Background: an optimization exercise with open tools, aiming at small area. Do not read the settings as production practice. Only the layout flow was run in this run; the RTL was not checked for function there. Power and IR drop assume default switching activity.

$ cat design/flow/standard.sh
#!/bin/bash
# synth_recipe.tcl (not shown) runs the flow's synth.tcl, then flattens the netlist and writes it again
# the make line also repeats each setting of config.mk as NAME=value (left out here)
make -C /OpenROAD-flow-scripts/flow DESIGN_CONFIG=/design/flow/config.mk WORK_HOME=/design/flow/orfs CLKGATE_MAP_FILE= SYNTH_SCRIPT=/design/flow/synth_recipe.tcl "${@:-finish}"
$ cat design/flow/flow/cells.tcl
# Map the design's gate modules (rf_*) onto the matching sky130hd cells, so that synthesis keeps
# the gate-level structure the RTL describes. Sourced by ORFS's synth_canonicalize.tcl through
# SYNTH_CANONICALIZE_TCL. rf_<name> maps to <name>_1, rf_<name>_<n> to <name>_<n>.
foreach gate [tee -q -s result.string select -list-mod rf_*] {
  if {$gate eq "rf_read_port"} continue
  set name [string range $gate 3 end]
  if {![regexp {_[0-9]+$} $name]} { set name ${name}_1 }
  chtype -map $gate sky130_fd_sc_hd__$name
  delete $gate
}
hierarchy -check -top $::env(DESIGN_NAME)
$ cat design/flow/flow/run.sh
#!/bin/bash
# Own layout flow: the standard ORFS layout (standard.sh), with
#  - the design's gate modules (rf_*) mapped straight onto sky130hd cells during synthesis
#    (cells.tcl); registers, their names and cell types are those of the standard synthesis;
#  - port buffers of chosen sizes (ports.tcl);
#  - a clock tree of smaller clock buffers without dummy loads (CTS_ARGS).
# Each step's full log is in orfs/logs/; make's own output is in orfs_make.log.
set -euo pipefail
here=$(pwd)
cts="-sink_clustering_enable -repair_clock_nets -dont_use_dummy_load"
cts="$cts -buf_list {sky130_fd_sc_hd__clkbuf_4 sky130_fd_sc_hd__clkbuf_8}"
cts="$cts -sink_clustering_size 20 -sink_clustering_max_diameter 60"
bash standard.sh \
  SYNTH_CANONICALIZE_TCL="$here/flow/cells.tcl" \
  DONT_BUFFER_PORTS=1 PRE_GLOBAL_PLACE_TCL="$here/flow/ports.tcl" \
  GPL_TIMING_DRIVEN=0 \
  CTS_ARGS="$cts" \
  finish > "$here/orfs_make.log" 2>&1
$ cat design/flow/design.v
module register_file_32x32 (
  input  logic        clk,
  input  logic        reset,
  input  logic        reg_write,
  input  logic [4:0]  write_addr,
  input  logic [31:0] write_data,
  input  logic [4:0]  read_addr1,
  input  logic [4:0]  read_addr2,
  output logic [31:0] read_data1,
  output logic [31:0] read_data2
);
  localparam logic [31:0] SP_INIT = 32'h7FFF_FFFC;
  localparam logic [31:0] GP_INIT = 32'h1000_8000;
  logic [31:1][31:0] regs_q;
  logic [31:1][31:0] regs_d;
  always_ff @(posedge clk) begin
    regs_q <= regs_d;
  end
  logic        we_n;                  
  logic [4:0]  wa_n;
  logic [3:0]  wlo;                   
  logic [7:0]  whi;                   
  logic [31:1] en, hold;
  rf_nand2b u_we (.A_N(reset), .B(reg_write), .Y(we_n));
  for (genvar b = 0; b < 5; b++) begin : g_wainv
    rf_inv u_inv (.A(write_addr[b]), .Y(wa_n[b]));
  end
  for (genvar k = 0; k < 4; k++) begin : g_wlo
    rf_nor3 u_nor (.A(we_n),
                   .B(k[0] ? wa_n[0] : write_addr[0]),
                   .C(k[1] ? wa_n[1] : write_addr[1]),
                   .Y(wlo[k]));
  end
  for (genvar m = 0; m < 8; m++) begin : g_whi
    rf_nor3 u_nor (.A(m[0] ? wa_n[2] : write_addr[2]),
                   .B(m[1] ? wa_n[3] : write_addr[3]),
                   .C(m[2] ? wa_n[4] : write_addr[4]),
                   .Y(whi[m]));
  end
  for (genvar i = 1; i < 32; i++) begin : g_row
    rf_and2_4 u_en   (.A(wlo[i % 4]), .B(whi[i / 4]), .X(en[i]));
    rf_nor2_2 u_hold (.A(en[i]), .B(reset), .Y(hold[i]));
    for (genvar j = 0; j < 32; j++) begin : g_bit
      if ((i == 28 && GP_INIT[j]) || (i == 29 && SP_INIT[j])) begin : g_set
        rf_a221o u_d (.A1(en[i]), .A2(write_data[j]), .B1(hold[i]), .B2(regs_q[i][j]),
                      .C1(reset), .X(regs_d[i][j]));
      end else begin : g_clr
        rf_a22o u_d (.A1(en[i]), .A2(write_data[j]), .B1(hold[i]), .B2(regs_q[i][j]),
                     .X(regs_d[i][j]));
      end
    end
  end
  rf_read_port u_rp1 (.addr(read_addr1), .regs_q(regs_q), .data(read_data1));
  rf_read_port u_rp2 (.addr(read_addr2), .regs_q(regs_q), .data(read_data2));
endmodule
module rf_read_port (
  input  logic [4:0]        addr,
  input  logic [31:1][31:0] regs_q,
  output logic [31:0]       data
);
  logic [4:0]  a_n;
  logic [3:0]  lo;                    
  logic [7:0]  hi;                    
  logic [31:1] s;                     
  for (genvar b = 0; b < 5; b++) begin : g_ainv
    rf_inv u_inv (.A(addr[b]), .Y(a_n[b]));
  end
  for (genvar k = 0; k < 4; k++) begin : g_lo
    rf_nor2 u_nor (.A(k[0] ? a_n[0] : addr[0]), .B(k[1] ? a_n[1] : addr[1]), .Y(lo[k]));
  end
  for (genvar m = 0; m < 8; m++) begin : g_hi
    rf_nor3 u_nor (.A(m[0] ? a_n[2] : addr[2]),
                   .B(m[1] ? a_n[3] : addr[3]),
                   .C(m[2] ? a_n[4] : addr[4]),
                   .Y(hi[m]));
  end
  for (genvar i = 1; i < 32; i++) begin : g_sel
    rf_and2_4 u_sel (.A(lo[i % 4]), .B(hi[i / 4]), .X(s[i]));
  end
  for (genvar j = 0; j < 32; j++) begin : g_bit
    logic [10:0] l;
    logic [2:0]  h;
    for (genvar g = 0; g < 10; g++) begin : g_aoi
      rf_a222oi u_aoi (.A1(s[3*g+1]), .A2(regs_q[3*g+1][j]),
                       .B1(s[3*g+2]), .B2(regs_q[3*g+2][j]),
                       .C1(s[3*g+3]), .C2(regs_q[3*g+3][j]),
                       .Y(l[g]));
    end
    rf_nand2 u_n31 (.A(s[31]), .B(regs_q[31][j]), .Y(l[10]));
    rf_nand4 u_c0  (.A(l[0]), .B(l[1]), .C(l[2]), .D(l[3]), .Y(h[0]));
    rf_nand4 u_c1  (.A(l[4]), .B(l[5]), .C(l[6]), .D(l[7]), .Y(h[1]));
    rf_nand3 u_c2  (.A(l[8]), .B(l[9]), .C(l[10]), .Y(h[2]));
    rf_or3   u_out (.A(h[0]), .B(h[1]), .C(h[2]), .X(data[j]));
  end
endmodule
module rf_inv    (input logic A, output logic Y);                   assign Y = ~A;               endmodule
module rf_nand2  (input logic A, B, output logic Y);                assign Y = ~(A & B);         endmodule
module rf_nand2b (input logic A_N, B, output logic Y);              assign Y = ~(~A_N & B);      endmodule
module rf_nand3  (input logic A, B, C, output logic Y);             assign Y = ~(A & B & C);     endmodule
module rf_nand4  (input logic A, B, C, D, output logic Y);          assign Y = ~(A & B & C & D); endmodule
module rf_nor2   (input logic A, B, output logic Y);                assign Y = ~(A | B);         endmodule
module rf_nor2_2 (input logic A, B, output logic Y);                assign Y = ~(A | B);         endmodule
module rf_nor3   (input logic A, B, C, output logic Y);             assign Y = ~(A | B | C);     endmodule
module rf_and2_4 (input logic A, B, output logic X);                assign X = A & B;            endmodule
module rf_or3    (input logic A, B, C, output logic X);             assign X = A | B | C;        endmodule
module rf_a22o   (input logic A1, A2, B1, B2, output logic X);      assign X = (A1 & A2) | (B1 & B2); endmodule
module rf_a221o  (input logic A1, A2, B1, B2, C1, output logic X);  assign X = (A1 & A2) | (B1 & B2) | C1; endmodule
module rf_a222oi (input logic A1, A2, B1, B2, C1, C2, output logic Y);
  assign Y = ~((A1 & A2) | (B1 & B2) | (C1 & C2));
endmodule
$ cat design/flow/flow/ports.tcl
# Port buffers (the standard flow's buffer_ports, with chosen cells): every input but the clock
# and every output gets its own buffer. Sourced before global placement through
# PRE_GLOBAL_PLACE_TCL; DONT_BUFFER_PORTS stops the flow from buffering the ports again.
buffer_ports -inputs -buffer_cell sky130_fd_sc_hd__buf_2
buffer_ports -outputs -buffer_cell sky130_fd_sc_hd__buf_1
$ cat design/flow/config.mk
export PLATFORM = sky130hd
export DESIGN_NAME = register_file_32x32
export DESIGN_NICKNAME = register_file_32x32
export VERILOG_FILES = /design/flow/design.v
export SDC_FILE = /design/flow/constraint.sdc
export NUM_CORES = 4
export LEC_CHECK = 0
export CAP_MARGIN = 20
export CORE_MARGIN = 2
export CORE_UTILIZATION = 30
export PLACE_DENSITY = 0.4
export SLEW_MARGIN = 20
$ cat design/flow/constraint.sdc
create_clock -name core_clock -period 8.0 [get_ports {clk}]
set_input_delay 1.6000 -clock core_clock [delete_from_list [all_inputs] [get_ports {clk}]]
set_output_delay 1.6000 -clock core_clock [all_outputs]
set_load 0.01 [all_outputs]
==> run summary <==
## how the worst max path moves through the flow
stage	startpoint	to	slack [ns]	cells past startpoint
2_1_floorplan	read_addr1[2]	read_data1[0]	3.56	6
3_3_place_gp	reset	regs_q[961]	1.12	6
3_5_place_dp	read_addr1[4]	read_data1[7]	2.28	8
4_1_cts	read_addr1[4]	read_data1[7]	2.28	8
5_1_grt	read_addr1[2]	read_data1[23]	2.12	8
6_report	read_addr2[0]	read_data2[11]	2.09	8
## power groups by stage
stage	Sequential, mW	Combinational [mW]	Clock (mW)
floorplan	5.12	0.177	0
global placement	5.13	0.502	0
detailed placement	5.13	0.605	0
CTS	5.02	0.607	3.02
global route	5.03	0.632	3.18
finish	5.02	0.636	2.99
## cells in the final DEF, fill, tap and decap left out, drive strengths merged
cell type  instances
nor2              39
clkbuf           104
nand2b             1
nand3             64
buf              166
a222oi           640
or3               64
diode              8
inv               15
nor3              28
and2              93
a221o             31
nand4            128
nand2             64
dfxtp            992
a22o             961
## metrics by stage
step	cells	cell area [µm²]	setup slack [ns]
finish	5048	43500	2.09
global route	5045	43500	2.12
CTS	5040	43500	2.28
detailed placement	4936	42100	2.28
global placement	4883	40500	1.12
floorplan	3120	38000	3.56
## area by class of cell
class	instances	area, µm²	area share [%]
Sequential cell	992	19900	45.6
Timing Repair Buffer	166	1850	4.26
Clock buffer	104	1430	3.29
Antenna cell	8	20.0	0.0460
Multi-Input combinational cell	2113	18300	41.9
Inverter	15	56.3	0.129
Tap cell	1650	2060	4.74
## synthesized netlist by cell type (all sizes together)
cell    instances  area, µm²
or3            64        400
inv            15       56.3
nor3           28        140
nor2           39        224
and2           93        815
nand3          64        320
a222oi        640       6410
nand4         128        801
nand2          64        240
a221o          31        310
nand2b          1       6.26
dfxtp         992      19900
a22o          961       8420
## logic make-up (layout without fill, tap and decap cells)
group	after synthesis	after routing
buffers and inverters	15	285
other	0	8
AND/OR/NAND/NOR	481	481
flip-flops	992	992
AO/OA/AOI/OAI	1632	1632
## routing by layer
layer,up-vias,global-route usage (%)
met5,-,0.703
met4,4,18.8
met3,700,10.7
met2,3250,47.9
met1,19400,40.0
li1,15000,-
==> reports/metrics.yaml <==
status: "timing/DRC/antenna clean"
worst_ep_required_time_ns: 6.40
tightest_slew_ns: 0.925
ant_nets: 0
cts_root_buf: "clkbuf_8"
htree_levels: 3
hold_class: "reg -> reg"
cts.sinks: 992
cts_buffers: 104
cts_tree: "done"
grt_overflow: 0
wl_um: 221000
synth_compound_area_share_pct: 39.8
critPathBufInv: 3
dp_hpwl_um: 120000
io_pins: 114
viasPerCell: 7.59
slew_violations: 0
drc_errors: 0
gp_congestion: 0.805
crit_chain: "buf_2, inv_1, nor2_1, and2_4, a222oi_1, nand4_1, or3_1, buf_1"
yosys.area_share.simple_pct: 7.76
cp_max_fo: 32
core_um2: 126000
ctsHoldBuffers: 0
ctsResizeCount: 0
syn_avg_cell_area_um2: 12.2
reg2regPathDepth: 1
utilization_pct: 34.6
highest_layer: "met5"
synth_xor_area_share_pct: 0
largest_reg_flops: 992
drive_above_1_share_pct: 9.85
fmax_mhz: 169
vias: 38300
grt_pass1_vias: 37700
synth_cell_types: 14
grt_pass1_wl_um: 298000
pwr-share-seq_pct: 58.1
clk_pin_slew_ns: 0.06
antenna_found_initial: 14
fin_nets: 3442
max_stage_delay_ns: 0.74
die_x_um: 360
ys_seq_area_share_pct: 52.3
r2r_end: "regs_q[915]"
drv_cap: 0
portBuffers: 113
syn_inst: 3120
wire_per_inst_um: 43.8
routed-wl-met2_um: 95300
power.clock.fraction_pct: 34.5
power_frac_comb_pct: 7.4
syn-num-nets: 3170
report.final.setup_viol: 0
synth_area_um2: 38000
vdd_drop_max_uv: 117
initialDrtViolationCount: 8420
cts_setup_buffers: 0
switching_share_pct: 27.3
critPathTopFamily: "simple AND/OR/NAND/NOR gates"
cp-start-kind: "input pin"
row_count: 130
min_from: "regs_q[319]"
hold-worst-slack_ns: 0.505
fillCellCount: 12300
cts_max_path_buffers: 3
timing.rr.start: "regs_q[915]"
synthToLayoutAreaGrowth_pct: 14.6
insertion_delay_ns: 0.80
end_kind: "output pin"
hold_depth: 1
largestRegisters: "regs_q (992)"
skew_ns: 0
dieHeight_um: 360
m1WireLength_um: 84500
holdPathEnd: "regs_q[319]"
p_int_mw: 6.28
ys_ff_latch: 992
rsz0062_at_grt: "no"
grt_max_degree: 34
synth_mux_area_share_pct: 0
fp.dieArea_um2: 130000
switchingPower_mw: 2.36
power.total_mw: 8.64
initial_core_util_pct: 30.2
routed-wl-met3_um: 27600
largest_register: "regs_q"
yosys_warnings: 1
cellLeakagePower_nw: 15.4
min_period_ns: 5.91
drt_pass1_iterations: 10
grt_usage_pct: 32.0
period_share_pct: 73.8
fin_setup_tns_ns: 0
hold_viol: 0
synthAdderAreaFrac_pct: 0
p_per_area_nw_per_um2: 199
slowest_stage: "and2_4"
crit_type: "in -> out"
slew_headroom_pct: 38.3
worst_ep_arrival_time_ns: 4.31
synth_top_family_by_area: "compound AO/OA/AOI/OAI gates"
rrSetupSlack_ns: 7.21

-- re-timing with driven ports --
Ports are ideal in the flow. The routed layout listed here was re-timed in OpenROAD. Step 1 sets driving cells, clkbuf_16 on the clock port and buf_2 on the other inputs (assumed; they add their load-dependent delay and slew). Step 2 adds t to the input delays and takes it off the output delays; t is the mean of the earliest and latest rising clock arrival at the registers after step 1. Input paths then give back, and output paths get back, about the clock's delay inside the block. Three values: ideal, step 1, step 2; two values: the first two.
t (ns): 0.850
setup slack, ns: 2.094 / 2.058 / 2.058
worst setup path at the end: input to output
latest minus earliest clock arrival (ns): 0.086 / 0.086
After both steps this run still meets setup and hold. The setup slack of this run moves by -0.036 ns with the drivers and by -0.036 ns with both steps.
